Context: an optimization exercise on an open-source flow, tuned for small area, a short achievable clock period and few clock cycles per item. The choices shown serve that exercise and are no tape-out recipe. In this exercise RTL edits were held to simulation tests only and were not proved equivalent to the original. No activity file was given, so power comes from the tool's default toggle rates.

job 8467:
==> module rhsc_front, before the edit <==
module rhsc_front (
  input  logic       clk,
  input  logic       rst_n,
  input  logic       in_valid,
  input  logic [1:0] in_op,
  input  logic [7:0] in_char,
  output logic       in_ready,
  input  logic       res_pop,      
  output logic       s0_valid,
  output logic       s0_text,      
  output logic [1:0] s0_op,
  output logic [7:0] s0_chr,
  output logic [3:0] s0_bo,        
  output logic [3:0] s0_bt,        
  output logic [3:0] s0_bn         
);
  localparam int CAP = rhsc_pkg::RQ_DEPTH + 1;   
  logic       rdy_r;
  logic [CAP-1:0] occ_r;      
  logic [CAP-1:0] occ_nxt;
  logic       acc;
  logic       acc_text;
  assign acc      = in_valid && rdy_r;
  assign acc_text = acc && (in_op == rhsc_pkg::OP_TEXT);
  logic rdy_nxt;
  always_comb begin
    case ({acc_text, res_pop})
      2'b10:   begin occ_nxt = {occ_r[CAP-2:0], 1'b1}; rdy_nxt = !occ_r[CAP-2]; end
      2'b01:   begin occ_nxt = {1'b0, occ_r[CAP-1:1]}; rdy_nxt = 1'b1;          end
      default: begin occ_nxt = occ_r;                  rdy_nxt = !occ_r[CAP-1]; end
    endcase
  end
  always_ff @(posedge clk) begin
    if (!rst_n) begin
      occ_r    <= '0;
      rdy_r    <= 1'b1;
      s0_valid <= 1'b0;
      s0_text  <= 1'b0;
    end else begin
      occ_r    <= occ_nxt;
      rdy_r    <= rdy_nxt;
      s0_valid <= acc && (in_op != 2'd3);
      s0_text  <= acc_text;
    end
  end
  logic [8:0] cx;
  logic [3:0] bo, bt, bn;
  assign cx = {in_char, 1'b0};
  always_comb begin
    for (int i = 0; i < 4; i++) begin
      bo[i] = cx[2*i+1] ^ cx[2*i];
      bt[i] = (cx[2*i+2] & ~cx[2*i+1] & ~cx[2*i]) | (~cx[2*i+2] & cx[2*i+1] & cx[2*i]);
      bn[i] = cx[2*i+2];
    end
  end
  always_ff @(posedge clk) begin
    s0_op  <= in_op;
    s0_chr <= in_char;
    s0_bo  <= bo;
    s0_bt  <= bt;
    s0_bn  <= bn;
  end
  assign in_ready = rdy_r;
endmodule
==> flow/config.mk <==
export PLATFORM = sky130hd
export DESIGN_NAME = rolling_hash_substring_counter_top
export DESIGN_NICKNAME = rolling_hash_substring_counter_top
export VERILOG_FILES = /design/flow/design.v
export SDC_FILE = /design/flow/constraint.sdc
export NUM_CORES = 4
export LEC_CHECK = 0
export ABC_CLOCK_PERIOD_IN_PS = 3100
export CAP_MARGIN = 20
export CORE_MARGIN = 2
export CORE_UTILIZATION = 60
export CTS_CLUSTER_DIAMETER = 80
export CTS_CLUSTER_SIZE = 28
export SETUP_SLACK_MARGIN = 3.9
export SLEW_MARGIN = 20
export SYNTH_HIERARCHICAL = 1
export SYNTH_MINIMUM_KEEP_SIZE = 0
==> flow/constraint.sdc <==
create_clock -name core_clock -period 7.0 [get_ports {clk}]
set_input_delay 1.4000 -clock core_clock [delete_from_list [all_inputs] [get_ports {clk}]]
set_output_delay 1.4000 -clock core_clock [all_outputs]
set_load 0.01 [all_outputs]
run.sh (not shown) runs the stock make flow with config.mk's settings and CLKGATE_MAP_FILE= SYNTH_SCRIPT=/design/flow/synth_recipe.tcl, a recipe that flattens the netlist after the stock synthesis.
Looking at the reports, job 8467 completed the entire flow and the layout it produced met the timing, DRC and antenna checks.
Testbench counts of job 8467, summed over its fixed seeds: cycles 24,804, items 22,232.
#### Input delta (job 8928 over job 8467)
--- a/flow/design.v
+++ b/flow/design.v
@@ -65,15 +65,16 @@
       bn[i] = cx[2*i+2];
     end
   end
   always_ff @(posedge clk) begin
     s0_op  <= in_op;
-    s0_chr <= in_char;
     s0_bo  <= bo;
     s0_bt  <= bt;
     s0_bn  <= bn;
   end
+  assign s0_chr = {s0_bn[3], s0_bo[3] ^ s0_bn[2], s0_bn[2], s0_bo[2] ^ s0_bn[1],
+                   s0_bn[1], s0_bo[1] ^ s0_bn[0], s0_bn[0], s0_bo[0]};
   assign in_ready = rdy_r;
 endmodule
 module rhsc_queue (
   input  logic        clk,
   input  logic        rst_n,
--- outcome ---
In summary, job 8928 completed successfully, with a layout that passed the timing, DRC and antenna checks.
Relative to job 8467, number of global-route vias before repair has gone down in job 8928.
Source of the critical timing path: u_back.nya_r[23] -> job 8467, u_back.xb_r[23] -> job 8928
Per the comparison of job 8928 with job 8467, number of clock buffer instances in the layout lower; multiplexer share of the synthesized area roughly the same.
Fmax for job 8928: about 1.4% up relative to job 8467
Critical path depth: job 8467 vs job 8928 identical
Between job 8928 and job 8467, number of filler instances in the final layout is higher for job 8928, job 8467 comes in under that.
Slowest cell on the critical path = sky130_fd_sc_hd__fa_1: job 8928; slowest cell on the critical path = sky130_fd_sc_hd__fa_2: job 8467
Row total number of vias: job 8928 lower / job 8467 higher
Share of flip-flops with an asynchronous set or reset after synthesis came out exactly the same in job 8928 and job 8467.
Of the two values seen for busiest metal layer after global routing, met1 was produced by job 8928 and met2 by job 8467.
Taking job 8467 as the reference, in job 8928 cell area after synthesis neither gained nor lost much; final worst-path setup slack climbed 44 ps; routed wire length shows a reduction of 1600 um; sum of internal, switching and leakage power stayed essentially flat; hold slack higher.
Testbench counts of job 8928, summed over its fixed seeds: cycles 24,804, items 22,232.

## static timing again, ports no longer ideal
The flow's constraints put no driver on any port. The routed layouts listed below were extracted and timed again, unchanged, in two steps. Step 1 assumes that a clkbuf_16 drives the clock port and a buf_2 every other input. Step 2 adds t to the input delays and takes it off the output delays; t is the mean of the earliest and latest rising clock arrival at the registers after step 1. Input paths then give back, and output paths get back, about the clock's delay inside the block. Three values: ideal ports, drivers, drivers and shift; two values: the first two.
run | shift t [ns] | setup WS [ns] | latest minus earliest clock arrival (ns)
job 8467 | 0.686 | 3.906 / 3.906 / 3.356 | 0.051 / 0.051
job 8928 | 0.703 | 3.950 / 3.902 / 3.399 | 0.053 / 0.053
After both steps setup and hold are still met in every run listed. The setup slack of job 8928, which loses most, moves by -0.048 ns with the drivers and by -0.551 ns with both steps.
